Background: an optimization exercise with open tools, aiming at small area, a short achievable clock period and few clock cycles. Do not read the settings as production practice.
Where RTL was checked, it was by simulation tests only, not by an equivalence proof against the original.
No functional check of the RTL was part of run 2.
Power figures rest on the tool's default switching activity, not on a simulated workload.

**config.mk**
```make
export PLATFORM = sky130hd
export DESIGN_NAME = wallace_mult_apb
export DESIGN_NICKNAME = wallace_mult_apb
export VERILOG_FILES = /design/flow/design.v
export SDC_FILE = /design/flow/constraint.sdc
export NUM_CORES = 4
export LEC_CHECK = 0
export CAP_MARGIN = 20
export CORE_MARGIN = 2
export CORE_UTILIZATION = 40
export SLEW_MARGIN = 20
```
**constraint.sdc**
```tcl
create_clock -name core_clock -period 5.0 [get_ports {clk}]
set_input_delay 1.0000 -clock core_clock [delete_from_list [all_inputs] [get_ports {clk}]]
set_output_delay 1.0000 -clock core_clock [all_outputs]
set_load 0.01 [all_outputs]
```
**design.v**
```verilog
`timescale 1ns/1ns
`default_nettype none
package wallace_mult_pkg;
  localparam int OPERAND_W   = 16;
  localparam int PRODUCT_W   = 32;
  localparam int NUM_PP_ROWS = 16;
  localparam int APB_ADDR_W = 8;
  localparam int APB_DATA_W = 32;
  localparam logic [APB_ADDR_W-1:0] ADDR_OPERAND_A = 8'h00;
  localparam logic [APB_ADDR_W-1:0] ADDR_OPERAND_B = 8'h04;
  localparam logic [APB_ADDR_W-1:0] ADDR_CTRL      = 8'h08;
  localparam logic [APB_ADDR_W-1:0] ADDR_STATUS    = 8'h0C;
  localparam logic [APB_ADDR_W-1:0] ADDR_PRODUCT   = 8'h10;
  localparam int STATUS_BUSY_BIT = 0;
  localparam int STATUS_DONE_BIT = 1;
  localparam int CTRL_START_BIT  = 0;
  typedef logic [PRODUCT_W-1:0] row_t;
  typedef struct packed {
    logic [OPERAND_W-1:0] a;
    logic [OPERAND_W-1:0] b;
  } operand_t;
  typedef struct packed {
    row_t sum_row;
    row_t carry_row;
  } csa_pair_t;
  typedef struct packed {
    logic                  psel;
    logic                  penable;
    logic                  pwrite;
    logic [APB_ADDR_W-1:0] paddr;
    logic [APB_DATA_W-1:0] pwdata;
  } apb_req_t;
  typedef struct packed {
    logic [APB_DATA_W-1:0] prdata;
    logic                  pready;
    logic                  pslverr;
  } apb_rsp_t;
endpackage
`default_nettype wire
`timescale 1ns/1ns
`default_nettype none
module partial_products (
  input  wire wallace_mult_pkg::operand_t                                            op,
  output wire [wallace_mult_pkg::NUM_PP_ROWS-1:0][wallace_mult_pkg::PRODUCT_W-1:0] rows
);
  for (genvar i = 0; i < wallace_mult_pkg::NUM_PP_ROWS; i++) begin : g_row
    logic [wallace_mult_pkg::OPERAND_W-1:0] and_bits;
    wallace_mult_pkg::row_t                 wide_bits;
    assign and_bits  = op.a & {wallace_mult_pkg::OPERAND_W{op.b[i]}};
    assign wide_bits = wallace_mult_pkg::row_t'(and_bits);
    assign rows[i] = wide_bits << i;
  end
endmodule
`default_nettype wire
`timescale 1ns/1ns
`default_nettype none
module csa_layer #(
  parameter int ROWS_IN  = 3,
  parameter int ROWS_OUT = 2 * (ROWS_IN / 3) + (ROWS_IN % 3)
) (
  input  wire [ROWS_IN-1:0][wallace_mult_pkg::PRODUCT_W-1:0]  rows_in,
  output wire [ROWS_OUT-1:0][wallace_mult_pkg::PRODUCT_W-1:0] rows_out
);
  localparam int GROUPS   = ROWS_IN / 3;
  localparam int LEFTOVER = ROWS_IN % 3;
  for (genvar g = 0; g < GROUPS; g++) begin : g_fa
    wallace_mult_pkg::row_t x;
    wallace_mult_pkg::row_t y;
    wallace_mult_pkg::row_t z;
    wallace_mult_pkg::row_t maj;
    assign x   = rows_in[3*g];
    assign y   = rows_in[3*g+1];
    assign z   = rows_in[3*g+2];
    assign maj = (x & y) | (x & z) | (y & z);
    assign rows_out[2*g]   = x ^ y ^ z;
    assign rows_out[2*g+1] = maj << 1;
  end
  for (genvar r = 0; r < LEFTOVER; r++) begin : g_pass
    assign rows_out[2*GROUPS+r] = rows_in[3*GROUPS+r];
  end
endmodule
`default_nettype wire
`timescale 1ns/1ns
`default_nettype none
module wallace_tree (
  input  wire [wallace_mult_pkg::NUM_PP_ROWS-1:0][wallace_mult_pkg::PRODUCT_W-1:0] rows,
  output wallace_mult_pkg::csa_pair_t                                               cs
);
  localparam int LEVEL0 = wallace_mult_pkg::NUM_PP_ROWS;
  localparam int LEVEL1 = 11;
  localparam int LEVEL2 = 8;
  localparam int LEVEL3 = 6;
  localparam int LEVEL4 = 4;
  localparam int LEVEL5 = 3;
  localparam int LEVEL6 = 2;
  wire [LEVEL1-1:0][wallace_mult_pkg::PRODUCT_W-1:0] lvl1;
  wire [LEVEL2-1:0][wallace_mult_pkg::PRODUCT_W-1:0] lvl2;
  wire [LEVEL3-1:0][wallace_mult_pkg::PRODUCT_W-1:0] lvl3;
  wire [LEVEL4-1:0][wallace_mult_pkg::PRODUCT_W-1:0] lvl4;
  wire [LEVEL5-1:0][wallace_mult_pkg::PRODUCT_W-1:0] lvl5;
  wire [LEVEL6-1:0][wallace_mult_pkg::PRODUCT_W-1:0] lvl6;
  csa_layer #(.ROWS_IN(LEVEL0)) u_level1 (
    .rows_in  (rows),
    .rows_out (lvl1)
  );
  csa_layer #(.ROWS_IN(LEVEL1)) u_level2 (
    .rows_in  (lvl1),
    .rows_out (lvl2)
  );
  csa_layer #(.ROWS_IN(LEVEL2)) u_level3 (
    .rows_in  (lvl2),
    .rows_out (lvl3)
  );
  csa_layer #(.ROWS_IN(LEVEL3)) u_level4 (
    .rows_in  (lvl3),
    .rows_out (lvl4)
  );
  csa_layer #(.ROWS_IN(LEVEL4)) u_level5 (
    .rows_in  (lvl4),
    .rows_out (lvl5)
  );
  csa_layer #(.ROWS_IN(LEVEL5)) u_level6 (
    .rows_in  (lvl5),
    .rows_out (lvl6)
  );
  assign cs.sum_row   = lvl6[0];
  assign cs.carry_row = lvl6[1];
endmodule
`default_nettype wire
`timescale 1ns/1ns
`default_nettype none
module stage_reg #(
  parameter int WIDTH = 1
) (
  input  wire              clk,
  input  wire              rst_n,
  input  wire              in_valid,
  input  wire  [WIDTH-1:0] in_data,
  output logic             out_valid,
  output logic [WIDTH-1:0] out_data
);
  always_ff @(posedge clk) begin
    if (!rst_n) begin
      out_valid <= 1'b0;
      out_data  <= '0;
    end else begin
      out_valid <= in_valid;
      if (in_valid) begin
        out_data <= in_data;
      end
    end
  end
endmodule
`default_nettype wire
`timescale 1ns/1ns
`default_nettype none
module wallace_mult_core (
  input  wire                             clk,
  input  wire                             rst_n,
  input  wire                             op_valid,
  input  wire wallace_mult_pkg::operand_t op,
  output logic                            res_valid,
  output wallace_mult_pkg::row_t          product
);
  logic      s1_valid;
  wallace_mult_pkg::operand_t  s1_op;
  logic [wallace_mult_pkg::NUM_PP_ROWS-1:0][wallace_mult_pkg::PRODUCT_W-1:0] pp_rows;
  wallace_mult_pkg::csa_pair_t tree_cs;
  logic      s2_valid;
  wallace_mult_pkg::csa_pair_t s2_cs;
  wallace_mult_pkg::row_t      final_sum;
  stage_reg #(.WIDTH(2 * wallace_mult_pkg::OPERAND_W)) u_stage1 (
    .clk       (clk),
    .rst_n     (rst_n),
    .in_valid  (op_valid),
    .in_data   (op),
    .out_valid (s1_valid),
    .out_data  (s1_op)
  );
  partial_products u_pp (
    .op   (s1_op),
    .rows (pp_rows)
  );
  wallace_tree u_tree (
    .rows (pp_rows),
    .cs   (tree_cs)
  );
  stage_reg #(.WIDTH(2 * wallace_mult_pkg::PRODUCT_W)) u_stage2 (
    .clk       (clk),
    .rst_n     (rst_n),
    .in_valid  (s1_valid),
    .in_data   (tree_cs),
    .out_valid (s2_valid),
    .out_data  (s2_cs)
  );
  assign final_sum = s2_cs.sum_row + s2_cs.carry_row;
  stage_reg #(.WIDTH(wallace_mult_pkg::PRODUCT_W)) u_stage3 (
    .clk       (clk),
    .rst_n     (rst_n),
    .in_valid  (s2_valid),
    .in_data   (final_sum),
    .out_valid (res_valid),
    .out_data  (product)
  );
endmodule
`default_nettype wire
`timescale 1ns/1ns
`default_nettype none
module apb_mult_regs (
  input  wire                             clk,
  input  wire                             rst_n,
  input  wire wallace_mult_pkg::apb_req_t apb_req,
  output wallace_mult_pkg::apb_rsp_t      apb_rsp,
  output logic                            op_valid,
  output wallace_mult_pkg::operand_t      op,
  input  wire                             res_valid,
  input  wire wallace_mult_pkg::row_t     product
);
  logic                  access;
  logic                  stall;
  logic                  xfer;
  logic                  wr_xfer;
  logic                  start;
  logic                  mapped;
  logic [wallace_mult_pkg::APB_DATA_W-1:0] rd_data;
  logic                  busy;
  logic                  done;
  wallace_mult_pkg::row_t                  product_q;
  assign access = apb_req.psel & apb_req.penable;
  assign stall = access & ~apb_req.pwrite & (apb_req.paddr == wallace_mult_pkg::ADDR_PRODUCT) & busy;
  assign xfer    = access & ~stall;
  assign wr_xfer = xfer & apb_req.pwrite;
  assign start = wr_xfer & (apb_req.paddr == wallace_mult_pkg::ADDR_CTRL) &
                 apb_req.pwdata[wallace_mult_pkg::CTRL_START_BIT] & ~busy;
  always_comb begin
    mapped  = 1'b1;
    rd_data = '0;
    case (apb_req.paddr)
      wallace_mult_pkg::ADDR_OPERAND_A: rd_data = wallace_mult_pkg::APB_DATA_W'(op.a);
      wallace_mult_pkg::ADDR_OPERAND_B: rd_data = wallace_mult_pkg::APB_DATA_W'(op.b);
      wallace_mult_pkg::ADDR_CTRL:      rd_data = '0;
      wallace_mult_pkg::ADDR_STATUS: begin
        rd_data[wallace_mult_pkg::STATUS_BUSY_BIT] = busy;
        rd_data[wallace_mult_pkg::STATUS_DONE_BIT] = done;
      end
      wallace_mult_pkg::ADDR_PRODUCT:   rd_data = wallace_mult_pkg::APB_DATA_W'(product_q);
      default:        mapped  = 1'b0;
    endcase
  end
  always_comb begin
    apb_rsp.prdata  = apb_req.pwrite ? '0 : rd_data;
    apb_rsp.pready  = ~stall;
    apb_rsp.pslverr = access & ~mapped;
  end
  always_ff @(posedge clk) begin
    if (!rst_n) begin
      op        <= '0;
      op_valid  <= 1'b0;
      busy      <= 1'b0;
      done      <= 1'b0;
      product_q <= '0;
    end else begin
      op_valid <= start;
      if (wr_xfer && apb_req.paddr == wallace_mult_pkg::ADDR_OPERAND_A) begin
        op.a <= apb_req.pwdata[wallace_mult_pkg::OPERAND_W-1:0];
      end
      if (wr_xfer && apb_req.paddr == wallace_mult_pkg::ADDR_OPERAND_B) begin
        op.b <= apb_req.pwdata[wallace_mult_pkg::OPERAND_W-1:0];
      end
      if (start) begin
        busy <= 1'b1;
        done <= 1'b0;
      end else if (res_valid) begin
        busy      <= 1'b0;
        done      <= 1'b1;
        product_q <= product;
      end
    end
  end
endmodule
`default_nettype wire
`timescale 1ns/1ns
`default_nettype none
module wallace_mult_apb (
  input  wire        clk,
  input  wire        rst_n,
  input  wire        psel,
  input  wire        penable,
  input  wire        pwrite,
  input  wire [7:0]  paddr,
  input  wire [31:0] pwdata,
  output wire [31:0] prdata,
  output wire        pready,
  output wire        pslverr
);
  wallace_mult_pkg::apb_req_t apb_req;
  wallace_mult_pkg::apb_rsp_t apb_rsp;
  assign apb_req.psel    = psel;
  assign apb_req.penable = penable;
  assign apb_req.pwrite  = pwrite;
  assign apb_req.paddr   = paddr;
  assign apb_req.pwdata  = pwdata;
  assign prdata  = apb_rsp.prdata;
  assign pready  = apb_rsp.pready;
  assign pslverr = apb_rsp.pslverr;
  logic     op_valid;
  wallace_mult_pkg::operand_t op;
  logic     res_valid;
  wallace_mult_pkg::row_t     product;
  apb_mult_regs u_regs (
    .clk       (clk),
    .rst_n     (rst_n),
    .apb_req   (apb_req),
    .apb_rsp   (apb_rsp),
    .op_valid  (op_valid),
    .op        (op),
    .res_valid (res_valid),
    .product   (product)
  );
  wallace_mult_core u_core (
    .clk       (clk),
    .rst_n     (rst_n),
    .op_valid  (op_valid),
    .op        (op),
    .res_valid (res_valid),
    .product   (product)
  );
endmodule
`default_nettype wire
```
**run.sh**
```bash
#!/bin/bash
# synth_recipe.tcl (not shown) runs the flow's synth.tcl, then flattens the netlist and writes it again
# the make line also repeats each setting of config.mk as NAME=value (left out here)
make -C /OpenROAD-flow-scripts/flow DESIGN_CONFIG=/design/flow/config.mk WORK_HOME=/design/flow/orfs CLKGATE_MAP_FILE= SYNTH_SCRIPT=/design/flow/synth_recipe.tcl finish
```
==> flow_summary.json, run 1 <==
{
  "areaGrowthSynthToFinish_pct": 11.19,
  "p_leak_nw": 6.292,
  "yosysSeqAreaShare_pct": 25.51,
  "cts_hold_buffers": 0,
  "dp_hpwl_um": 28140,
  "synth_ff_type": "dfxtp_1",
  "yosysTopAreaCellShare_pct": 26.98,
  "clock_path_buffers": 2,
  "post_cts_resized": 0,
  "grt_pass1_wl_um": 60920,
  "finalWeightedCongestion": 0.8267,
  "routed_via_density": 5.165,
  "holdPathStages": 2,
  "drtIter0Drc": 728,
  "powerDensity_nw_per_um2": 178.3,
  "grt_overflow": 0,
  "setup_viol": 0,
  "antenna_cells": 0,
  "ant_nets": 0,
  "clock_skew_ps": 9.881,
  "die-area_um2": 38840,
  "tritoncts": "built",
  "max_cap_violations": 0,
  "clock-sinks": 190,
  "start_kind": "input pin",
  "tightest_slew_ps": 1085,
  "antenna_found_initial": 0,
  "cts_root_buf": "clkbuf_16",
  "crit_path_max_fanout": 17,
  "synth_top_area_cell": "fa_1",
  "netlist_top_cells_area": "fa_1 27%, dfxtp_1 26%, nand2_1 7.2%",
  "vias": 11050,
  "ys_async_sr_fraction_pct": 0,
  "synth_nets": 1963,
  "first_pass_iters": 6,
  "clkLatencyLatePin_ps": 440,
  "worstPathArrival_ps": 3510,
  "dpl-instance-area_um2": 15980,
  "ys_ff_latch": 190,
  "fin_crit_sh_pct": 90.15,
  "slew_headroom_pct": 27.70,
  "post-cts-setup-buffers": 0,
  "rr_worst_depth": 12,
  "cts.clk_slew.worst_paths_ps": 70,
  "synth-edff-count": 0,
  "yosysUniqueCellTypes": 58,
  "drive_above_1_share_pct": 4.665,
  "synth_area_per_cell_um2": 9.093,
  "seqCellArea_um2": 3809,
  "timing.fmax_mhz": 221.8,
  "first_global_vias": 11600,
  "slew_violations": 0,
  "fillers": 3548,
  "syn_area_um2": 14910,
  "core.rowCount": 70,
  "path_class": "input pin to output pin",
  "rsz0062_at_grt": "no",
  "port-buffer-count": 62,
  "ir_worst_vdd_uv": 252.2,
  "multi_input_area_um2": 10070,
  "syn_inst": 1640,
  "finalSetupTns_ps": 0,
  "fin_crit_ps": 4508,
  "die_h_um": 197.1,
  "wl_per_cell_um": 16.81,
  "required_ps": 4000,
  "fin_area_um2": 16580,
  "htree_levels": 4,
  "hold_slack_ps": 456.8,
  "grt_use_total_pct": 19.65,
  "fin_util_pct": 45.18,
  "crit_path_end_kind": "output pin",
  "yosysWarnings": 3,
  "hold_class": "flop to flop",
  "io-pin-count": 79,
  "cts_buffers": 17,
  "die_width_um": 197.1,
  "outcome": "no timing/DRC/antenna violations",
  "drc": 0,
  "core_area_um2": 36700,
  "initial_core_util_pct": 40.63,
  "grt_start_max_net_pins": 137,
  "final_net_count": 1982,
  "hold_violations": 0,
  "drt_wl_total_um": 35980
}
cells in the mapped netlist (all sizes together), types with 2 or more instances:
master   instances
buf             19
clkbuf          75
nor3             6
nand3           10
nand4           11
and2           144
dfxtp          190
xnor2            7
xor2             8
o21a             3
and3             5
nand3b          11
fa             201
inv            172
o2111ai          2
a31o             2
nand2          286
nor3b            2
nor2           135
a222oi          14
nand2b           8
a21o             7
a21oi           95
o21ai           17
mux2i          103
o311ai           2
or4              2
a221oi           3
o211ai           7
a31oi            2
ha              77
a211oi           4
through the flow:
| step | std cells | setup slack (ps) | total power, mW |
|---|---|---|---|
| finish | 2140 | 492.3 | 2.956 |
| global route | 2140 | 273.4 | 3.044 |
| CTS | 2140 | 429.0 | 2.984 |
| detailed placement | 2108 | 431.6 | 1.610 |
| global placement | 2108 | 459.2 | 1.609 |
| floorplan | 1640 | 875.9 | 1.574 |
cell families (layout without fill, tap and decap cells):
kind of cell / count (synthesis) / after routing / synth area share, %
xor gates and xnor gates: 15 / 15 / 0.8810
buffers and inverters: 266 / 298 / 6.989
AOI/OAI and AO/OA: 165 / 165 / 6.847
muxes: 104 / 104 / 6.989
adders and majority gates: 278 / 278 / 33.45
DFF: 190 / 190 / 25.51
and+or+nand+nor: 622 / 622 / 19.34
registers in the layout, summed over array words and instances (netlist names):
register / count
u_core.u_stage1.out_data: 32
u_core.u_stage1.out_valid: 1
u_core.u_stage2.out_data: 56
u_core.u_stage2.out_valid: 1
u_core.u_stage3.out_data: 32
u_core.u_stage3.out_valid: 1
u_regs.busy: 1
u_regs.done: 1
u_regs.op: 32
u_regs.op_valid: 1
u_regs.product_q: 32
worst paths after layout:
| check | end | from | slack, ps |
|---|---|---|---|
| worst max-delay path | prdata[19] | paddr[5] | 490 |
| worst min-delay path | u_regs.product_q[30] | u_regs.product_q[30] | 460 |
| worst max register to register | u_core.u_stage2.out_data[53] | u_core.u_stage1.out_data[26] | 540 |
| worst min register to register | u_regs.product_q[30] | u_regs.product_q[30] | 460 |
power breakdown:
group / switching [mW] / internal (mW) / total [mW]
registers: 0.000151 / 1.51 / 1.51
clock network: 0.647 / 0.735 / 1.38
logic: 0.0371 / 0.0252 / 0.0623
total: 0.685 / 2.27 / 2.96
per-layer routing:
layer | wire [µm] | part of all wire (%) | GRT usage, %
met1 | 17290 | 48 | 27.93
met2 | 16570 | 46 | 31.40
met3 | 1590 | 4.4 | 3.107
met4 | 522 | 1.5 | 4.929
met5 | 0 | 0 | 0
critical path, stage by stage:
cell and delay, ps:
clkdlybuf4s50_1 400, or4_4 550, nor2_1 180, and3_1 200
and2b_1 430, and2_1 220, clkdlybuf4s50_1 540
cell usage in the layout, fill, tap and decap left out, drive strengths merged, types with 11 or more instances in the layout:
cell           count
fa               201
mux2i            103
nand3b            11
nor2             135
nand4             11
buf               32
ha                77
nand2            286
a222oi            14
o21ai             17
clkbuf            18
a21oi             95
dfxtp            190
and2             144
clkdlybuf4s50     62
inv              179
layout make-up:
type | count | area share [%]
clock buffer | 18 | 2.717
clock inverter | 14 | 0.8905
inverter | 172 | 3.909
multi-input combinational | 1184 | 60.71
sequential | 190 | 22.97
tap | 468 | 3.532
timing repair buffer | 94 | 5.268
Testbench counts, summed over its fixed seeds: cycles 26,408.
==> run 2, diff against run 1 <==
--- a/design.v
+++ b/design.v
@@ -293,37 +293,120 @@
   output wire        pready,
   output wire        pslverr
 );
-  wallace_mult_pkg::apb_req_t apb_req;
-  wallace_mult_pkg::apb_rsp_t apb_rsp;
-  assign apb_req.psel    = psel;
-  assign apb_req.penable = penable;
-  assign apb_req.pwrite  = pwrite;
-  assign apb_req.paddr   = paddr;
-  assign apb_req.pwdata  = pwdata;
-  assign prdata  = apb_rsp.prdata;
-  assign pready  = apb_rsp.pready;
-  assign pslverr = apb_rsp.pslverr;
-  logic     op_valid;
-  wallace_mult_pkg::operand_t op;
-  logic     res_valid;
-  wallace_mult_pkg::row_t     product;
-  apb_mult_regs u_regs (
-    .clk       (clk),
-    .rst_n     (rst_n),
-    .apb_req   (apb_req),
-    .apb_rsp   (apb_rsp),
-    .op_valid  (op_valid),
-    .op        (op),
-    .res_valid (res_valid),
-    .product   (product)
-  );
-  wallace_mult_core u_core (
-    .clk       (clk),
-    .rst_n     (rst_n),
-    .op_valid  (op_valid),
-    .op        (op),
-    .res_valid (res_valid),
-    .product   (product)
-  );
+  logic [15:0] op_a;
+  logic [15:0] op_b;
+  logic [17:0] op_a3;      
+  logic [31:0] prod;       
+  logic        ph1;        
+  logic        ph2;        
+  logic        ph3;        
+  logic        acc_en;     
+  logic        done;
+  logic [1:0]  dig1;
+  logic [1:0]  dig2;
+  logic [1:0]  dig3;
+  logic        sel_a;
+  logic        sel_b;
+  logic        sel_stat;
+  logic        sel_prod;   
+  logic        rd_prod;    
+  logic        wr_q;
+  logic        err_q;
+  logic        start_setup;
+  logic        pass0;
+  logic        busy;
+  logic        done_d;
+  assign start_setup = psel & ~penable & pwrite &
+                       (paddr == wallace_mult_pkg::ADDR_CTRL) &
+                       pwdata[wallace_mult_pkg::CTRL_START_BIT];
+  assign busy = ph2 | ph3;
+  assign pass0 = start_setup & ~busy;
+  assign done_d = rst_n & (ph3 | (done & ~ph1));
+  logic [15:0] acc_in;
+  logic [17:0] row [2];
+  logic [19:0] csa_x;
+  logic [19:0] csa_y;
+  logic [19:0] csa_z;
+  logic [19:0] csa_s;
+  logic [19:0] csa_c;
+  logic [19:0] mac;
+  assign acc_in = {16{acc_en}} & prod[31:16];
+  for (genvar j = 0; j < 2; j++) begin : g_row
+    assign row[j] = ({18{dig1[j]}} & {2'b00, op_a}) |
+                    ({18{dig2[j]}} & {1'b0, op_a, 1'b0}) |
+                    ({18{dig3[j]}} & op_a3);
+  end
+  assign csa_x = 20'(acc_in);
+  assign csa_y = 20'(row[0]);
+  assign csa_z = 20'(row[1]) << 2;
+  assign csa_s = csa_x ^ csa_y ^ csa_z;
+  assign csa_c = ((csa_x & csa_y) | (csa_x & csa_z) | (csa_y & csa_z)) << 1;
+  assign mac   = csa_s + csa_c;
+  always_ff @(posedge clk) begin
+    if (pass0 | ph1 | busy) begin
+      prod <= {mac, prod[15:4]};
+    end
+  end
+  logic [15:0] b_next;
+  logic [3:0]  bits_next;
+  assign b_next = !rst_n ? 16'd0 : (wr_q & sel_b) ? pwdata[15:0] : op_b;
+  always_comb begin
+    if (ph2)        bits_next = op_b[15:12];
+    else if (ph1)   bits_next = op_b[11:8];
+    else if (pass0) bits_next = op_b[7:4];
+    else            bits_next = b_next[3:0];
+  end
+  always_ff @(posedge clk) begin
+    for (int j = 0; j < 2; j++) begin
+      dig1[j] <= (bits_next[2*j+1 -: 2] == 2'd1);
+      dig2[j] <= (bits_next[2*j+1 -: 2] == 2'd2);
+      dig3[j] <= (bits_next[2*j+1 -: 2] == 2'd3);
+    end
+  end
+  always_ff @(posedge clk) begin
+    ph1  <= rst_n & pass0;
+    ph2  <= rst_n & ph1;
+    ph3  <= rst_n & ph2;
+    acc_en <= rst_n & (pass0 | ph1 | ph2);
+    done <= done_d;
+  end
+  always_ff @(posedge clk) begin
+    sel_a    <= (paddr == wallace_mult_pkg::ADDR_OPERAND_A);
+    sel_b    <= (paddr == wallace_mult_pkg::ADDR_OPERAND_B);
+    sel_stat <= (paddr == wallace_mult_pkg::ADDR_STATUS);
+    sel_prod <= (paddr == wallace_mult_pkg::ADDR_PRODUCT) & done_d;
+    rd_prod  <= (paddr == wallace_mult_pkg::ADDR_PRODUCT) & ~pwrite;
+    err_q    <= ~((paddr == wallace_mult_pkg::ADDR_OPERAND_A) |
+                  (paddr == wallace_mult_pkg::ADDR_OPERAND_B) |
+                  (paddr == wallace_mult_pkg::ADDR_CTRL) |
+                  (paddr == wallace_mult_pkg::ADDR_STATUS) |
+                  (paddr == wallace_mult_pkg::ADDR_PRODUCT));
+    wr_q     <= psel & ~penable & pwrite;
+  end
+  always_ff @(posedge clk) begin
+    if (!rst_n) begin
+      op_a  <= '0;
+      op_a3 <= '0;
+      op_b  <= '0;
+    end else begin
+      if (wr_q & sel_a) begin
+        op_a  <= pwdata[15:0];
+        op_a3 <= 18'(pwdata[15:0]) + 18'({pwdata[15:0], 1'b0});
+      end
+      if (wr_q & sel_b) op_b <= pwdata[15:0];
+    end
+  end
+  logic [31:0] rd_data;
+  always_comb begin
+    rd_data = {32{sel_prod}} & prod;
+    rd_data[15:0] = rd_data[15:0] | ({16{sel_a}} & op_a) | ({16{sel_b}} & op_b);
+    rd_data[wallace_mult_pkg::STATUS_BUSY_BIT] =
+      rd_data[wallace_mult_pkg::STATUS_BUSY_BIT] | (sel_stat & busy);
+    rd_data[wallace_mult_pkg::STATUS_DONE_BIT] =
+      rd_data[wallace_mult_pkg::STATUS_DONE_BIT] | (sel_stat & done);
+  end
+  assign prdata  = rd_data;
+  assign pready  = ~(rd_prod & ph3);
+  assign pslverr = err_q;
 endmodule
 `default_nettype wire
--- a/config.mk
+++ b/config.mk
@@ -6,6 +6,9 @@
 export NUM_CORES = 4
 export LEC_CHECK = 0
 export CAP_MARGIN = 20
+export CELL_PAD_IN_SITES_DETAIL_PLACEMENT = 1
+export CELL_PAD_IN_SITES_GLOBAL_PLACEMENT = 2
 export CORE_MARGIN = 2
 export CORE_UTILIZATION = 40
+export SETUP_SLACK_MARGIN = 2.0
 export SLEW_MARGIN = 20
==> flow_summary.json, run 2 <==
{
  "outcome": "no timing/DRC/antenna violations",
  "r2r-start": "op_a[1]",
  "initial_core_util_pct": 41.19,
  "io-pin-count": 79,
  "clock-sinks": 99,
  "required_ps": 5100,
  "die-area_um2": 16790,
  "synth_top_area_cell": "dfxtp_1",
  "antenna_found_initial": 0,
  "cp-startpoint": "op_a[1]",
  "first_global_vias": 5592,
  "ir_worst_vdd_uv": 209.2,
  "fin_area_um2": 7909,
  "slew_headroom_pct": 50.01,
  "p_leak_nw": 3.378,
  "syn_inst": 708,
  "dpl-instance-area_um2": 7118,
  "drt_wl_total_um": 19610,
  "max_cap_violations": 0,
  "synth_nets": 808,
  "fillers": 1758,
  "synth_commonest_cells": "106 x nand2_1, 67 x dfxtp_1, 62 x inv_1",
  "cts.clk_slew.worst_paths_ps": 70,
  "final_common_cell": "nand2_1",
  "drive_above_1_share_pct": 14.99,
  "powerDensity_nw_per_um2": 213.3,
  "finalWeightedCongestion": 0.8062,
  "hold_class": "flop to flop",
  "timing.fmax_mhz": 285.5,
  "finalPower_mw": 1.687,
  "tritoncts": "built",
  "first_pass_iters": 8,
  "cts_root_buf": "clkbuf_16",
  "fin_util_pct": 51.64,
  "routed_via_density": 5.770,
  "cts_buffers": 9,
  "dp_slack_ps": 1153,
  "crit_path_end_kind": "flop",
  "port-buffer-count": 62,
  "finalSetupTns_ps": 0,
  "crit_path_max_fanout": 5,
  "final_cells": 985,
  "hold_slack_ps": 462.6,
  "timing.rr.end": "prod[29]",
  "slew_violations": 0,
  "clock_path_buffers": 2,
  "clock_skew_ps": 5.141,
  "synth_ff_type": "dfxtp_1",
  "final_cell_mix": "105 x nand2_1, 61 x inv_1, 56 x a21oi_1",
  "htree_levels": 3,
  "yosysWarnings": 2,
  "fin_crit_sh_pct": 70.04,
  "wl_per_cell_um": 19.91,
  "largest_register": "prod",
  "die_h_um": 129.6,
  "yosysTopAreaCellShare_pct": 21.26,
  "top_regs": "prod: 32 flops, op_a3: 17 flops",
  "core.rowCount": 45,
  "syn_area_um2": 6309,
  "netlist_top_cells_area": "dfxtp_1 21%, edfxtp_1 15%, ha_1 7.7%",
  "rsz0062_at_grt": "yes",
  "grt_use_total_pct": 23.61,
  "areaGrowthSynthToFinish_pct": 25.37,
  "start_kind": "flop",
  "worstPathArrival_ps": 3610,
  "grt_pass1_wl_um": 30270,
  "ant_nets": 0,
  "synth_area_per_cell_um2": 8.910,
  "ys_async_sr_fraction_pct": 0,
  "path_class": "flop to flop",
  "drc": 0,
  "core_area_um2": 15310,
  "fin_crit_ps": 3502,
  "yosysUniqueCellTypes": 60,
  "antenna_cells": 0,
  "yosysSeqAreaShare_pct": 36.49,
  "dp_cells": 948,
  "largest_reg_flops": 32,
  "die_width_um": 129.6,
  "yosysMostFrequentCell": "nand2_1",
  "synth-edff-count": 32,
  "setup_viol": 0,
  "ys_ff_latch": 99,
  "cts_hold_buffers": 0,
  "holdPathStages": 0,
  "grt_start_max_net_pins": 43,
  "hold_violations": 0,
  "dp_hpwl_um": 14350,
  "grt_overflow": 0,
  "final_net_count": 869,
  "drtIter0Drc": 707,
  "r2r_slack_ps": 1500,
  "clkLatencyLatePin_ps": 360,
  "tightest_slew_ps": 748.6,
  "rr_worst_depth": 11,
  "vias": 5683,
  "endpoint": "prod[29]",
  "finalWorstSetupSlack_ps": 1498
}
## run 2: cell types whose count changed after synthesis, moves of 45 or more
| cell | change |
|---|---|
| fa_1 | -185 |
| nand2_1 | -179 |
| dfxtp_1 | -123 |
| inv_1 | -110 |
| and2_1 | -102 |
| nor2_1 | -102 |
| mux2i_1 | -93 |
| clkbuf_1 | -45 |
## run 2: worst min-delay path by stage
stage	to	startpoint	slack (ps)
5_1_grt	prod[2]	prod[6]	470
4_1_cts	prod[1]	prod[5]	460
3_3_place_gp	prod[4]	prod[8]	430
6_report	prod[2]	prod[6]	460
2_1_floorplan	prod[10]	prod[14]	430
3_5_place_dp	prod[1]	prod[5]	440
## run 2: critical path: stages, from the launching register on
cell and delay [ps]:
dfxtp_4 370, a222oi_1 370, inv_1 110, fa_1 510, fa_2 410, a21oi_4 170
o21ai_4 90, o41ai_4 300, a21oi_4 120, a311oi_4 390, nor4b_2 90, or3_1 310
## run 2: power by group
part / leakage [nW] / switching [mW] / internal [mW]
clock: 0.152 / 0.341 / 0.378
combinational: 2.39 / 0.0831 / 0.0640
sequential: 0.839 / 0.00104 / 0.821
## run 2: layout make-up
| type | count | area (µm²) | area share (%) |
|---|---|---|---|
| clock buffers | 10 | 250.2 | 3.164 |
| clock inverters | 6 | 53.80 | 0.6803 |
| inverters | 65 | 255.2 | 3.227 |
| multi-input cells | 509 | 3945 | 49.88 |
| flip-flops and latches | 99 | 2336 | 29.54 |
| well taps | 211 | 264.0 | 3.338 |
| repair buffers | 85 | 804.5 | 10.17 |
## run 2: repair_timing
item / CTS / global route
pin swaps: 26 / 18
gates resized for setup: 49 / 34
buffers inserted: 13 / 8
endpoints found under the setup margin: 91 / 27
## run 2: layer usage
| layer | track usage [%] | vias to the layer above | wire length (µm) |
|---|---|---|---|
| met3 | 4.170 | 25 | 1095 |
| met2 | 40.16 | 191 | 9623 |
| met4 | 6.135 | 0 | 369 |
| met1 | 31.11 | 2792 | 8518 |
| met5 | 0 | - | 0 |
| li1 | - | 2675 | - |
## run 2: kinds of logic after synthesis
family	share of synthesized area, %
flops	36.49
simple gates	18.03
compound gates	22.27
mux	1.587
fa+ha+maj	12.81
buf+inv	6.168
xor+xnor	2.638
==> run 3, diff against run 2 <==
--- a/design.v
+++ b/design.v
@@ -300,7 +300,6 @@
   logic        ph1;        
   logic        ph2;        
   logic        ph3;        
-  logic        acc_en;     
   logic        done;
   logic [1:0]  dig1;
   logic [1:0]  dig2;
@@ -324,24 +323,14 @@
   assign done_d = rst_n & (ph3 | (done & ~ph1));
   logic [15:0] acc_in;
   logic [17:0] row [2];
-  logic [19:0] csa_x;
-  logic [19:0] csa_y;
-  logic [19:0] csa_z;
-  logic [19:0] csa_s;
-  logic [19:0] csa_c;
   logic [19:0] mac;
-  assign acc_in = {16{acc_en}} & prod[31:16];
+  assign acc_in = (ph1 | busy) ? prod[31:16] : 16'd0;
   for (genvar j = 0; j < 2; j++) begin : g_row
     assign row[j] = ({18{dig1[j]}} & {2'b00, op_a}) |
                     ({18{dig2[j]}} & {1'b0, op_a, 1'b0}) |
                     ({18{dig3[j]}} & op_a3);
   end
-  assign csa_x = 20'(acc_in);
-  assign csa_y = 20'(row[0]);
-  assign csa_z = 20'(row[1]) << 2;
-  assign csa_s = csa_x ^ csa_y ^ csa_z;
-  assign csa_c = ((csa_x & csa_y) | (csa_x & csa_z) | (csa_y & csa_z)) << 1;
-  assign mac   = csa_s + csa_c;
+  assign mac = 20'(acc_in) + 20'(row[0]) + (20'(row[1]) << 2);
   always_ff @(posedge clk) begin
     if (pass0 | ph1 | busy) begin
       prod <= {mac, prod[15:4]};
@@ -367,7 +356,6 @@
     ph1  <= rst_n & pass0;
     ph2  <= rst_n & ph1;
     ph3  <= rst_n & ph2;
-    acc_en <= rst_n & (pass0 | ph1 | ph2);
     done <= done_d;
   end
   always_ff @(posedge clk) begin
--- a/config.mk
+++ b/config.mk
@@ -6,9 +6,6 @@
 export NUM_CORES = 4
 export LEC_CHECK = 0
 export CAP_MARGIN = 20
-export CELL_PAD_IN_SITES_DETAIL_PLACEMENT = 1
-export CELL_PAD_IN_SITES_GLOBAL_PLACEMENT = 2
 export CORE_MARGIN = 2
 export CORE_UTILIZATION = 40
-export SETUP_SLACK_MARGIN = 2.0
 export SLEW_MARGIN = 20
==> flow_summary.json, run 3 <==
{
  "hold_class": "flop to flop",
  "yosysMostFrequentCell": "nand2_1",
  "grt_start_max_net_pins": 47,
  "drtIter0Drc": 884,
  "drive_above_1_share_pct": 4.441,
  "met2_length_um": 7795,
  "crit_path_max_fanout": 8,
  "top_regs": "prod: 32 flops, op_a3: 17 flops",
  "synth_nets": 797,
  "r2r_slack_ps": 990,
  "post_cts_resized": 0,
  "final_common_cell": "nand2_1",
  "wl_per_cell_um": 17.69,
  "syn_inst": 697,
  "die_width_um": 128.1,
  "final_cell_mix": "125 x nand2_1, 68 x a21oi_1, 65 x dfxtp_1",
  "cts_hold_buffers": 0,
  "grt_overflow": 0,
  "cp_num_buf_inv": 0,
  "yosysSeqAreaShare_pct": 37.05,
  "tritoncts": "built",
  "drt_wl_total_um": 16470,
  "synth_ff_type": "dfxtp_1",
  "max_cap_violations": 0,
  "top_layer": "met4",
  "dp_slack_ps": 1012,
  "io-pin-count": 79,
  "yosysUniqueCellTypes": 61,
  "largest_reg_flops": 32,
  "ant_nets": 0,
  "ir_worst_vdd_uv": 158.2,
  "die-area_um2": 16410,
  "finalSetupTns_ps": 0,
  "yosysTopAreaCellShare_pct": 21.45,
  "fillers": 1442,
  "required_ps": 5190,
  "grt_pass1_wl_um": 26570,
  "cts_root_buf": "clkbuf_16",
  "final_net_count": 838,
  "path_class": "flop to flop",
  "areaGrowthSynthToFinish_pct": 16.70,
  "initial_core_util_pct": 40.67,
  "cts_buffers": 9,
  "tightest_slew_ps": 790.5,
  "timing.fmax_mhz": 249.4,
  "multi_input_area_um2": 3522,
  "post-cts-setup-buffers": 0,
  "cts.clk_slew.worst_paths_ps": 70,
  "clock_path_buffers": 2,
  "slew_headroom_pct": 47.23,
  "netlist_top_cells_area": "dfxtp_1 21%, edfxtp_1 16%, ha_1 7.9%",
  "setup_viol": 0,
  "hold_violations": 0,
  "slowest_stage": "fa_1",
  "powerDensity_nw_per_um2": 227.5,
  "path_cells": "or3_1 -> and2_1 -> fa_1 -> fa_1 -> a21oi_1 -> nor3_1 -> o31ai_1 -> a21oi_1 -> o21ai_2 -> or4b_1 -> o211ai_1",
  "critPathTopFamily": "simple AND/OR/NAND/NOR gates",
  "synth_commonest_cells": "125 x nand2_1, 68 x a21oi_1, 66 x dfxtp_1",
  "synth_top_area_cell": "dfxtp_1",
  "vias": 5518,
  "outcome": "no timing/DRC/antenna violations",
  "fin_crit_sh_pct": 80.20,
  "m1WireLength_um": 6997,
  "synth_area_per_cell_um2": 8.837,
  "core.rowCount": 45,
  "first_pass_iters": 11,
  "routed_via_density": 5.927,
  "yosysWarnings": 2,
  "syn_area_um2": 6160,
  "ys_async_sr_fraction_pct": 0,
  "p_leak_nw": 2.930,
  "first_global_vias": 5075,
  "slew_violations": 0,
  "worstPathArrival_ps": 4200,
  "fin_util_pct": 47.46,
  "antenna_found_initial": 0,
  "largest_register": "prod",
  "port-buffer-count": 62,
  "grt_use_total_pct": 20.66,
  "clock_skew_ps": 9.002,
  "synth-edff-count": 32,
  "ys_ff_latch": 98,
  "clock-sinks": 98,
  "crit_path_end_kind": "flop",
  "slowest_delay_ps": 530,
  "core_area_um2": 15150,
  "wl_met3_um": 1246,
  "htree_levels": 3,
  "finalWeightedCongestion": 0.8814,
  "start_kind": "flop",
  "finalWorstSetupSlack_ps": 990.0,
  "antenna_cells": 0,
  "drc": 0,
  "finalPower_mw": 1.635,
  "die_h_um": 128.1,
  "fin_crit_ps": 4010,
  "rsz0062_at_grt": "no",
  "dp_hpwl_um": 12520,
  "seqCellArea_um2": 2283,
  "hold_slack_ps": 459.1,
  "clkLatencyLatePin_ps": 350
}
==> run 3: through the flow <==
stage                     instance area [µm²]  instances
final                                    7188        931
after global placement                   6893        915
after global routing                     7188        931
after detailed placement                 6893        915
after CTS                                7187        931
after floorplan                          6160        697
==> run 3: final timing paths <==
kind         startpoint  cells after the start        to
max                 ph2                     11  prod[29]
min             prod[5]                      0   prod[1]
max reg2reg         ph2                     11  prod[29]
min reg2reg     prod[5]                      0   prod[1]
==> run 3: layout make-up <==
cell class,instances,area share [%]
timing repair buffer,65,8.947
clock inverter,6,0.7659
inverter,56,2.924
sequential,98,31.77
clock buffer,10,3.325
tap,188,3.272
multi-input combinational,508,49.00
==> run 3: layer usage <==
| layer | up-vias | GRT usage (%) |
|---|---|---|
| li1 | 2607 | - |
| met1 | 2655 | 28.10 |
| met2 | 221 | 33.31 |
| met3 | 35 | 2.963 |
| met4 | 0 | 8.016 |
| met5 | - | 0 |
==> run 3: report_power, final <==
| part | switching, mW | internal [mW] | total (mW) |
|---|---|---|---|
| clock | 0.329 | 0.362 | 0.691 |
| combinational | 0.0699 | 0.0569 | 0.127 |
| sequential | 0.000986 | 0.816 | 0.817 |
==> run 3: cells by family after synthesis <==
kind of cell	count (synthesis)	share of synthesized area (%)
xor+xnor	20	2.844
fa+ha+maj	55	13.12
mux	9	1.463
flops	98	37.05
compound gates	190	21.73
simple gates	234	18.02
buf+inv	91	5.769
Testbench counts of run 3, summed over its fixed seeds: cycles 21,608.
==> run 4, diff against run 3 <==
--- a/design.v
+++ b/design.v
@@ -300,12 +300,17 @@
   logic        ph1;        
   logic        ph2;        
   logic        ph3;        
+  logic        acc_en;     
   logic        done;
+  logic        a_ok;       
+  logic        b_ok;       
   logic [1:0]  dig1;
   logic [1:0]  dig2;
   logic [1:0]  dig3;
   logic        sel_a;
   logic        sel_b;
+  logic        rd_a;       
+  logic        rd_b;       
   logic        sel_stat;
   logic        sel_prod;   
   logic        rd_prod;    
@@ -315,22 +320,40 @@
   logic        pass0;
   logic        busy;
   logic        done_d;
+  logic        we_a;
+  logic        we_b;
+  logic        a_ok_d;
+  logic        b_ok_d;
   assign start_setup = psel & ~penable & pwrite &
                        (paddr == wallace_mult_pkg::ADDR_CTRL) &
                        pwdata[wallace_mult_pkg::CTRL_START_BIT];
   assign busy = ph2 | ph3;
   assign pass0 = start_setup & ~busy;
   assign done_d = rst_n & (ph3 | (done & ~ph1));
+  assign we_a   = wr_q & sel_a;
+  assign we_b   = wr_q & sel_b;
+  assign a_ok_d = rst_n & (a_ok | we_a);
+  assign b_ok_d = rst_n & (b_ok | we_b);
   logic [15:0] acc_in;
   logic [17:0] row [2];
+  logic [19:0] csa_x;
+  logic [19:0] csa_y;
+  logic [19:0] csa_z;
+  logic [19:0] csa_s;
+  logic [19:0] csa_c;
   logic [19:0] mac;
-  assign acc_in = (ph1 | busy) ? prod[31:16] : 16'd0;
+  assign acc_in = {16{acc_en}} & prod[31:16];
   for (genvar j = 0; j < 2; j++) begin : g_row
     assign row[j] = ({18{dig1[j]}} & {2'b00, op_a}) |
                     ({18{dig2[j]}} & {1'b0, op_a, 1'b0}) |
                     ({18{dig3[j]}} & op_a3);
   end
-  assign mac = 20'(acc_in) + 20'(row[0]) + (20'(row[1]) << 2);
+  assign csa_x = 20'(acc_in);
+  assign csa_y = 20'(row[0]);
+  assign csa_z = 20'(row[1]) << 2;
+  assign csa_s = csa_x ^ csa_y ^ csa_z;
+  assign csa_c = ((csa_x & csa_y) | (csa_x & csa_z) | (csa_y & csa_z)) << 1;
+  assign mac   = csa_s + csa_c;
   always_ff @(posedge clk) begin
     if (pass0 | ph1 | busy) begin
       prod <= {mac, prod[15:4]};
@@ -338,7 +361,7 @@
   end
   logic [15:0] b_next;
   logic [3:0]  bits_next;
-  assign b_next = !rst_n ? 16'd0 : (wr_q & sel_b) ? pwdata[15:0] : op_b;
+  assign b_next = we_b ? pwdata[15:0] : op_b;
   always_comb begin
     if (ph2)        bits_next = op_b[15:12];
     else if (ph1)   bits_next = op_b[11:8];
@@ -347,20 +370,25 @@
   end
   always_ff @(posedge clk) begin
     for (int j = 0; j < 2; j++) begin
-      dig1[j] <= (bits_next[2*j+1 -: 2] == 2'd1);
-      dig2[j] <= (bits_next[2*j+1 -: 2] == 2'd2);
-      dig3[j] <= (bits_next[2*j+1 -: 2] == 2'd3);
+      dig1[j] <= a_ok_d & b_ok_d & (bits_next[2*j+1 -: 2] == 2'd1);
+      dig2[j] <= a_ok_d & b_ok_d & (bits_next[2*j+1 -: 2] == 2'd2);
+      dig3[j] <= a_ok_d & b_ok_d & (bits_next[2*j+1 -: 2] == 2'd3);
     end
   end
   always_ff @(posedge clk) begin
     ph1  <= rst_n & pass0;
     ph2  <= rst_n & ph1;
     ph3  <= rst_n & ph2;
+    acc_en <= rst_n & (pass0 | ph1 | ph2);
     done <= done_d;
+    a_ok <= a_ok_d;
+    b_ok <= b_ok_d;
   end
   always_ff @(posedge clk) begin
     sel_a    <= (paddr == wallace_mult_pkg::ADDR_OPERAND_A);
     sel_b    <= (paddr == wallace_mult_pkg::ADDR_OPERAND_B);
+    rd_a     <= (paddr == wallace_mult_pkg::ADDR_OPERAND_A) & a_ok_d;
+    rd_b     <= (paddr == wallace_mult_pkg::ADDR_OPERAND_B) & b_ok_d;
     sel_stat <= (paddr == wallace_mult_pkg::ADDR_STATUS);
     sel_prod <= (paddr == wallace_mult_pkg::ADDR_PRODUCT) & done_d;
     rd_prod  <= (paddr == wallace_mult_pkg::ADDR_PRODUCT) & ~pwrite;
@@ -372,22 +400,16 @@
     wr_q     <= psel & ~penable & pwrite;
   end
   always_ff @(posedge clk) begin
-    if (!rst_n) begin
-      op_a  <= '0;
-      op_a3 <= '0;
-      op_b  <= '0;
-    end else begin
-      if (wr_q & sel_a) begin
-        op_a  <= pwdata[15:0];
-        op_a3 <= 18'(pwdata[15:0]) + 18'({pwdata[15:0], 1'b0});
-      end
-      if (wr_q & sel_b) op_b <= pwdata[15:0];
+    if (we_a) begin
+      op_a  <= pwdata[15:0];
+      op_a3 <= 18'(pwdata[15:0]) + 18'({pwdata[15:0], 1'b0});
     end
+    if (we_b) op_b <= pwdata[15:0];
   end
   logic [31:0] rd_data;
   always_comb begin
     rd_data = {32{sel_prod}} & prod;
-    rd_data[15:0] = rd_data[15:0] | ({16{sel_a}} & op_a) | ({16{sel_b}} & op_b);
+    rd_data[15:0] = rd_data[15:0] | ({16{rd_a}} & op_a) | ({16{rd_b}} & op_b);
     rd_data[wallace_mult_pkg::STATUS_BUSY_BIT] =
       rd_data[wallace_mult_pkg::STATUS_BUSY_BIT] | (sel_stat & busy);
     rd_data[wallace_mult_pkg::STATUS_DONE_BIT] =
--- a/config.mk
+++ b/config.mk
@@ -6,6 +6,9 @@
 export NUM_CORES = 4
 export LEC_CHECK = 0
 export CAP_MARGIN = 20
+export CELL_PAD_IN_SITES_DETAIL_PLACEMENT = 1
+export CELL_PAD_IN_SITES_GLOBAL_PLACEMENT = 2
 export CORE_MARGIN = 2
-export CORE_UTILIZATION = 40
+export CORE_UTILIZATION = 55
+export SETUP_SLACK_MARGIN = 1.5
 export SLEW_MARGIN = 20
==> flow_summary.json, run 4 <==
{
  "first_global_vias": 4939,
  "clock_path_buffers": 2,
  "powerDensity_nw_per_um2": 219.2,
  "drt_wl_total_um": 17220,
  "required_ps": 5140,
  "grt_use_total_pct": 30.54,
  "ys_async_sr_fraction_pct": 0,
  "yosysTopAreaCellShare_pct": 38.50,
  "clock_skew_ps": 8.540,
  "fin_crit_sh_pct": 72.34,
  "yosysUniqueCellTypes": 54,
  "setup_viol": 0,
  "clkLatencyLatePin_ps": 380,
  "max_cap_violations": 0,
  "crit_path_max_fanout": 5,
  "grt_start_max_net_pins": 35,
  "cp-startpoint": "op_a[7]",
  "timing.fmax_mhz": 276.5,
  "busiest_layer": "met2",
  "synth_ff_type": "edfxtp_1",
  "cts.clk_slew.worst_paths_ps": 90,
  "drive_above_1_share_pct": 9.603,
  "grt_overflow": 0,
  "finalWeightedCongestion": 0.8568,
  "netlist_top_cells_area": "edfxtp_1 38%, dfxtp_1 8.7%, ha_1 8.1%",
  "synth_nets": 628,
  "outcome": "no timing/DRC/antenna violations",
  "start_kind": "flop",
  "synth_top_area_cell": "edfxtp_1",
  "wl_per_cell_um": 23.15,
  "hold_path.startpoint": "prod[7]",
  "cts_hold_buffers": 0,
  "tritoncts": "built",
  "die_width_um": 108.5,
  "port-buffer-count": 62,
  "tightest_slew_ps": 732.7,
  "antenna_cells": 0,
  "hold_class": "flop to flop",
  "path_class": "flop to flop",
  "areaGrowthSynthToFinish_pct": 19.17,
  "seqCellArea_um2": 2841,
  "yosysMostFrequentCell": "edfxtp_1",
  "yosysWarnings": 2,
  "core_area_um2": 10750,
  "drtIter0Drc": 622,
  "synth_commonest_cells": "77 x edfxtp_1, 60 x inv_1, 45 x a222oi_1",
  "grt_pass1_wl_um": 26700,
  "first_pass_iters": 10,
  "core.rowCount": 38,
  "worstPathArrival_ps": 3760,
  "hold_violations": 0,
  "antenna_found_initial": 0,
  "synth_area_per_cell_um2": 11.37,
  "grt_util_met3_pct": 6.269,
  "ant_nets": 0,
  "slew_violations": 0,
  "finalSetupTns_ps": 0,
  "met1_usage_pct": 36.41,
  "gr-usage-met2_pct": 53.66,
  "largest_register": "prod",
  "vias": 4724,
  "rsz0062_at_grt": "yes",
  "final_cell_mix": "77 x edfxtp_1, 62 x clkdlybuf4s50_1, 60 x inv_1",
  "die-area_um2": 11770,
  "slew_headroom_pct": 51.10,
  "initial_core_util_pct": 55.89,
  "final_net_count": 699,
  "multi_input_area_um2": 2992,
  "syn_area_um2": 6006,
  "syn_inst": 528,
  "ys_ff_latch": 103,
  "crit_path_end_kind": "flop",
  "fillers": 1111,
  "die_h_um": 108.5,
  "dp_slack_ps": 1148,
  "clock-sinks": 103,
  "fin_crit_ps": 3617,
  "finalWorstSetupSlack_ps": 1383,
  "top_regs": "prod: 32 flops, op_a3: 17 flops",
  "yosysSeqAreaShare_pct": 47.17,
  "dp_hpwl_um": 12060,
  "io-pin-count": 79,
  "r2r-start": "op_a[7]",
  "final_common_cell": "edfxtp_1",
  "htree_levels": 3,
  "cts_buffers": 9,
  "routed_via_density": 6.349,
  "synth-edff-count": 77,
  "p_leak_nw": 3.147,
  "largest_reg_flops": 32,
  "drc": 0,
  "ir_worst_vdd_uv": 147.8,
  "cts_root_buf": "clkbuf_8"
}
[run 4: cell count changes in the layout (fill, tap and decap cells not counted), moves of 6 or more]
cell and delta:
and2_1 +13, nand3_1 -9, edfxtp_1 +45, a21oi_1 -47, clkbuf_16 -9, buf_4 +10, clkbuf_8 +8, dfxtp_1 -44
nor3b_1 +6, nand2_1 -105, nor2_1 -9
[run 4: critical path, stage by stage, from the launching register on]
cell and delay (ps):
edfxtp_1 510, a222oi_1 470, inv_1 120, fa_1 490
ha_1 270, a2111oi_4 390, o21ai_2 130, a41oi_2 290
o22ai_4 150, o31ai_4 250, nor3b_1 70, a211o_1 230
[run 4: path summary, 6_finish.rpt]
| path | to | slack, ps | depth (start not counted) |
|---|---|---|---|
| setup / recovery | prod[29] | 1380 | 11 |
| hold reg to reg | prod[3] | 470 | 0 |
| setup reg to reg | prod[29] | 1380 | 11 |
| hold / removal | prod[3] | 470 | 0 |
[run 4: cell families (layout without fill, tap and decap cells)]
logic type	count (synthesis)	after routing	share of synthesized area (%)
AOI/OAI and AO/OA	144	144	19.04
and+or+nand+nor	117	117	10.69
DFF	103	103	47.17
buffers and inverters	77	153	4.813
adders and majority gates	55	55	13.46
xor gates and xnor gates	26	26	3.792
muxes	6	6	1.042
[run 4: area by class of cell]
class	instances	area share [%]
Multi-Input combinational cell	348	41.80
Sequential cell	103	39.70
Timing Repair Buffer	77	10.35
Inverter	60	3.147
Tap cell	140	2.448
Clock buffer	12	1.888
Clock inverter	4	0.6643
[run 4: layer usage]
layer,share of wire [%],up-vias
li1,-,2138
met1,39,2337
met2,52,205
met3,6.0,44
met4,3.4,0
met5,0,-
[run 4: power breakdown]
part	switching (mW)	internal (mW)	total, mW
registers	0.000795	0.918	0.919
clock network	0.287	0.231	0.518
logic	0.0708	0.0614	0.132
[run 4: stage by stage]
step,hold slack [ps],cells,area (µm²),power (mW),utilization (%)
after global placement,433.5,715,6753,1.061,62.84
after floorplan,425.2,528,6006,1.012,-
final,467.7,744,7157,1.569,66.60
after global routing,474.5,744,7157,1.617,66.60
after CTS,463.7,740,7058,1.576,65.68
after detailed placement,437.0,715,6753,1.071,62.84
[run 4: repair_timing]
item                                    CTS  global route
resized for setup                        16            14
endpoints found under the setup margin    9            11
setup buffers                             9             4
pin swaps                                17            19
Testbench counts of run 4, summed over its fixed seeds: cycles 21,608.
==> run 5, diff against run 4 <==
--- a/design.v
+++ b/design.v
@@ -307,21 +307,18 @@
   logic [1:0]  dig1;
   logic [1:0]  dig2;
   logic [1:0]  dig3;
-  logic        sel_a;
-  logic        sel_b;
+  logic        we_a;       
+  logic        we_b;       
   logic        rd_a;       
   logic        rd_b;       
   logic        sel_stat;
   logic        sel_prod;   
   logic        rd_prod;    
-  logic        wr_q;
   logic        err_q;
   logic        start_setup;
   logic        pass0;
   logic        busy;
   logic        done_d;
-  logic        we_a;
-  logic        we_b;
   logic        a_ok_d;
   logic        b_ok_d;
   assign start_setup = psel & ~penable & pwrite &
@@ -330,8 +327,6 @@
   assign busy = ph2 | ph3;
   assign pass0 = start_setup & ~busy;
   assign done_d = rst_n & (ph3 | (done & ~ph1));
-  assign we_a   = wr_q & sel_a;
-  assign we_b   = wr_q & sel_b;
   assign a_ok_d = rst_n & (a_ok | we_a);
   assign b_ok_d = rst_n & (b_ok | we_b);
   logic [15:0] acc_in;
@@ -385,8 +380,8 @@
     b_ok <= b_ok_d;
   end
   always_ff @(posedge clk) begin
-    sel_a    <= (paddr == wallace_mult_pkg::ADDR_OPERAND_A);
-    sel_b    <= (paddr == wallace_mult_pkg::ADDR_OPERAND_B);
+    we_a     <= psel & ~penable & pwrite & (paddr == wallace_mult_pkg::ADDR_OPERAND_A);
+    we_b     <= psel & ~penable & pwrite & (paddr == wallace_mult_pkg::ADDR_OPERAND_B);
     rd_a     <= (paddr == wallace_mult_pkg::ADDR_OPERAND_A) & a_ok_d;
     rd_b     <= (paddr == wallace_mult_pkg::ADDR_OPERAND_B) & b_ok_d;
     sel_stat <= (paddr == wallace_mult_pkg::ADDR_STATUS);
@@ -397,7 +392,6 @@
                   (paddr == wallace_mult_pkg::ADDR_CTRL) |
                   (paddr == wallace_mult_pkg::ADDR_STATUS) |
                   (paddr == wallace_mult_pkg::ADDR_PRODUCT));
-    wr_q     <= psel & ~penable & pwrite;
   end
   always_ff @(posedge clk) begin
     if (we_a) begin
==> flow/run.sh (new file) <==
#!/bin/bash
# The standard layout, with plain buffers (buf_2) instead of the default
# delay cells as the buffers on the input and output ports.
set -e
export BUFFER_PORTS_ARGS="-buffer_cell sky130_fd_sc_hd__buf_2"
bash standard.sh > standard.log 2>&1
==> standard.sh (new file) <==
#!/bin/bash
# synth_recipe.tcl (not shown) runs the flow's synth.tcl, then flattens the netlist and writes it again
# the make line also repeats each setting of config.mk as NAME=value (left out here)
make -C /OpenROAD-flow-scripts/flow DESIGN_CONFIG=/design/flow/config.mk WORK_HOME=/design/flow/orfs CLKGATE_MAP_FILE= SYNTH_SCRIPT=/design/flow/synth_recipe.tcl "${@:-finish}"
--- a/config.mk
+++ b/config.mk
@@ -9,6 +9,6 @@
 export CELL_PAD_IN_SITES_DETAIL_PLACEMENT = 1
 export CELL_PAD_IN_SITES_GLOBAL_PLACEMENT = 2
 export CORE_MARGIN = 2
-export CORE_UTILIZATION = 55
-export SETUP_SLACK_MARGIN = 1.5
+export CORE_UTILIZATION = 45
+export SETUP_SLACK_MARGIN = 1.0
 export SLEW_MARGIN = 20
removed: run.sh
==> flow_summary.json, run 5 <==
{
  "ys_ff_latch": 102,
  "top_regs": "prod: 32 flops, op_a3: 18 flops, op_b: 16 flops",
  "port-buffer-count": 62,
  "drtIter0Drc": 472,
  "hold_class": "flop to flop",
  "die_width_um": 119.0,
  "drive_above_1_share_pct": 15.70,
  "tritoncts": "built",
  "fillers": 1409,
  "rsz0062_at_grt": "no",
  "yosysUniqueCellTypes": 55,
  "synth_ff_type": "edfxtp_1",
  "m1WireLength_um": 6676,
  "top_layer": "met4",
  "required_ps": 5100,
  "first_pass_iters": 9,
  "cts_root_buf": "clkbuf_16",
  "ir_worst_vdd_uv": 144.0,
  "synth_area_per_cell_um2": 11.36,
  "yosysSeqAreaShare_pct": 47.25,
  "grt_use_total_pct": 22.19,
  "ys_async_sr_fraction_pct": 0,
  "routed_via_density": 5.862,
  "slew_violations": 0,
  "p_leak_nw": 3.175,
  "grt_start_max_net_pins": 36,
  "first_global_vias": 4541,
  "final_common_cell": "edfxtp_1",
  "largest_register": "prod",
  "crit_path_max_fanout": 16,
  "synth_nets": 624,
  "final_cells": 762,
  "setup_viol": 0,
  "htree_levels": 3,
  "grt_overflow": 0,
  "clock_path_buffers": 2,
  "antenna_cells": 0,
  "cts.clk_slew.worst_paths_ps": 80,
  "drt_wl_total_um": 15230,
  "clock-sinks": 102,
  "slew_headroom_pct": 38.06,
  "die_h_um": 119.0,
  "clock_skew_ps": 10.05,
  "drc": 0,
  "syn_inst": 524,
  "yosysTopAreaCellShare_pct": 38.84,
  "syn_area_um2": 5953,
  "wl_met3_um": 792,
  "start_kind": "flop",
  "core_area_um2": 13090,
  "synth_commonest_cells": "77 x edfxtp_1, 59 x inv_1, 45 x a222oi_1",
  "powerDensity_nw_per_um2": 256.7,
  "antenna_found_initial": 0,
  "timing.fmax_mhz": 273.5,
  "die-area_um2": 14170,
  "grt_pass1_wl_um": 24050,
  "fin_util_pct": 51.37,
  "hold_violations": 0,
  "finalWeightedCongestion": 0.8242,
  "crit_path_end_kind": "flop",
  "cts_hold_buffers": 0,
  "outcome": "no timing/DRC/antenna violations",
  "synth-edff-count": 77,
  "final_net_count": 681,
  "wl_per_cell_um": 19.99,
  "io-pin-count": 79,
  "netlist_top_cells_area": "edfxtp_1 39%, dfxtp_1 8.4%, ha_1 8.2%",
  "yosysWarnings": 2,
  "largest_reg_flops": 32,
  "clkLatencyLatePin_ps": 360,
  "synth_top_area_cell": "edfxtp_1",
  "finalSetupTns_ps": 0,
  "final_cell_mix": "77 x edfxtp_1, 62 x buf_2, 59 x inv_1",
  "vias": 4467,
  "initial_core_util_pct": 45.50,
  "fin_crit_ps": 3657,
  "met2_length_um": 7451,
  "post-cts-setup-buffers": 0,
  "cts_buffers": 9,
  "ant_nets": 0,
  "path_class": "flop to flop",
  "areaGrowthSynthToFinish_pct": 12.90,
  "tightest_slew_ps": 927.8,
  "yosysMostFrequentCell": "edfxtp_1",
  "max_cap_violations": 0,
  "worstPathArrival_ps": 3760,
  "dp_cells": 746,
  "dp_hpwl_um": 11580,
  "fin_crit_sh_pct": 73.14,
  "core.rowCount": 42
}
## run 5: area by class of cell
| cell class | count | area, µm² | area share [%] |
|---|---|---|---|
| multi-input cells | 344 | 2844 | 42.31 |
| flip-flops and latches | 102 | 2814 | 41.87 |
| repair buffers | 64 | 325.3 | 4.840 |
| clock buffers | 9 | 225.2 | 3.351 |
| inverters | 60 | 225.2 | 3.351 |
| well taps | 176 | 220.2 | 3.276 |
| clock inverters | 7 | 67.56 | 1.005 |
## run 5: timing repair
item | 4_1_cts | 5_1_grt
resized for setup | 0 | 1
endpoints found under the setup margin | 0 | 1
endpoints found under the hold margin | 0 | 0
## run 5: worst paths after layout
path                 from  endpoint  slack [ps]  cells past startpoint
setup reg to reg  dig1[0]  prod[31]        1340                     11
hold / removal    prod[4]   prod[0]         460                      0
setup / recovery  dig1[0]  prod[31]        1340                     11
hold reg to reg   prod[4]   prod[0]         460                      0
## run 5: stage by stage
| stage | hold slack, ps | setup slack (ps) | total power, mW | instance area (µm²) |
|---|---|---|---|---|
| 2_1_floorplan | 425.2 | 1783 | 1.003 | 5953 |
| 3_5_place_dp | 441.1 | 1288 | 1.047 | 6422 |
| 3_3_place_gp | 439.9 | 1351 | 1.042 | 6422 |
| 4_1_cts | 462.6 | 1271 | 1.737 | 6715 |
| 6_report | 462.8 | 1343 | 1.726 | 6721 |
| 5_1_grt | 472.0 | 1154 | 1.782 | 6721 |
## run 5: logic make-up (layout without fill, tap and decap cells)
kind of cell | after synthesis | after routing | synth area share [%]
AOI/OAI and AO/OA | 136 | 136 | 17.53
and+or+nand+nor | 119 | 119 | 11.31
muxes | 9 | 9 | 1.597
xor gates and xnor gates | 25 | 25 | 3.678
adders and majority gates | 55 | 55 | 13.58
buffers and inverters | 78 | 140 | 5.065
DFF | 102 | 102 | 47.25
## run 5: per-layer routing
layer	track usage, %	vias up
li1	-	2095
met1	28.50	2217
met2	37.90	134
met3	4.071	21
met4	7.217	0
met5	0	-
## run 5: power by group
group          switching [mW]  internal (mW)
clock network           0.349          0.350
registers            0.000509          0.910
logic                  0.0654         0.0499
## run 5: critical path: stages, from the launching register on
cell and delay [ps]:
dfxtp_1 500, a222oi_1 420, inv_1 110, fa_1 520, fa_1 460, a211o_1 330, a21oi_1 220, o21ai_1 140
a21oi_1 340, o21ai_1 100, a21oi_1 190, xor2_1 80
Testbench counts of run 5, summed over its fixed seeds: cycles 21,608.
==> run 6, diff against run 5 <==
--- a/config.mk
+++ b/config.mk
@@ -5,10 +5,11 @@
 export SDC_FILE = /design/flow/constraint.sdc
 export NUM_CORES = 4
 export LEC_CHECK = 0
+export ABC_AREA = 1
 export CAP_MARGIN = 20
 export CELL_PAD_IN_SITES_DETAIL_PLACEMENT = 1
 export CELL_PAD_IN_SITES_GLOBAL_PLACEMENT = 2
 export CORE_MARGIN = 2
-export CORE_UTILIZATION = 45
-export SETUP_SLACK_MARGIN = 1.0
+export CORE_UTILIZATION = 55
+export SETUP_SLACK_MARGIN = 1.5
 export SLEW_MARGIN = 20
==> flow_summary.json, run 6 <==
{
  "synth_top_area_cell": "edfxtp_1",
  "die_width_um": 113.5,
  "ys_async_sr_fraction_pct": 0,
  "yosysTopAreaCellShare_pct": 35.04,
  "error_line": "[ERROR GPL-0301] Utilization 103.157 % exceeds 100%.",
  "failing_step": "3_1_place_gp_skip_io",
  "die_h_um": 113.5,
  "synth_commonest_cells": "269 x nand2_1, 107 x inv_1, 78 x nand3_1",
  "synth-edff-count": 77,
  "ys_ff_latch": 102,
  "yosysWarnings": 2,
  "netlist_top_cells_area": "edfxtp_1 35%, nand2_1 15%, dfxtp_1 7.6%",
  "yosysSeqAreaShare_pct": 42.62,
  "initial_core_util_pct": 55.63,
  "outcome": "aborted with a tool error",
  "core.rowCount": 40,
  "yosysMostFrequentCell": "nand2_1",
  "syn_inst": 817,
  "syn_area_um2": 6599,
  "synth_area_per_cell_um2": 8.077,
  "synth_nets": 917,
  "synth_ff_type": "edfxtp_1",
  "yosysUniqueCellTypes": 38
}
-- run 6: logic make-up after synthesis --
logic type | after synthesis | synth area share (%)
simple gates | 419 | 26.83
compound gates | 93 | 8.134
xor+xnor | 23 | 3.053
buf+inv | 125 | 7.111
flops | 102 | 42.62
fa+ha+maj | 55 | 12.25

[port drivers added, routing unchanged]
Ports are ideal in the flow. The routed layouts listed here were re-timed in OpenROAD.
Step 1 assumes that a clkbuf_16 drives the clock port and a buf_2 every other input.
Step 2, shift: input delay + t, output delay - t, t = (earliest + latest rising clock arrival at the registers) / 2. This alone moves slack from input paths to output paths.
Three values: ideal ports, drivers, drivers and shift; two values: the first two.
run | shift t [ns] | setup slack, ns | worst hold slack (ns)
run 1 | 0.491 | 0.492 / 0.468 / 0.468 | 0.457 / 0.457 / 0.457
run 2 | 0.394 | 1.498 / 1.498 / 1.498 | 0.463 / 0.463 / 0.463
run 3 | 0.391 | 0.990 / 0.990 / 0.990 | 0.459 / 0.459 / 0.459
run 4 | 0.416 | 1.383 / 1.383 / 1.335 | 0.468 / 0.468 / 0.468
run 5 | 0.396 | 1.343 / 1.343 / 1.343 | 0.463 / 0.463 / 0.463
After both steps every run listed still meets setup and hold. The setup slack of run 4, which loses most, moves by 0.000 ns with the drivers and by -0.048 ns with both steps.
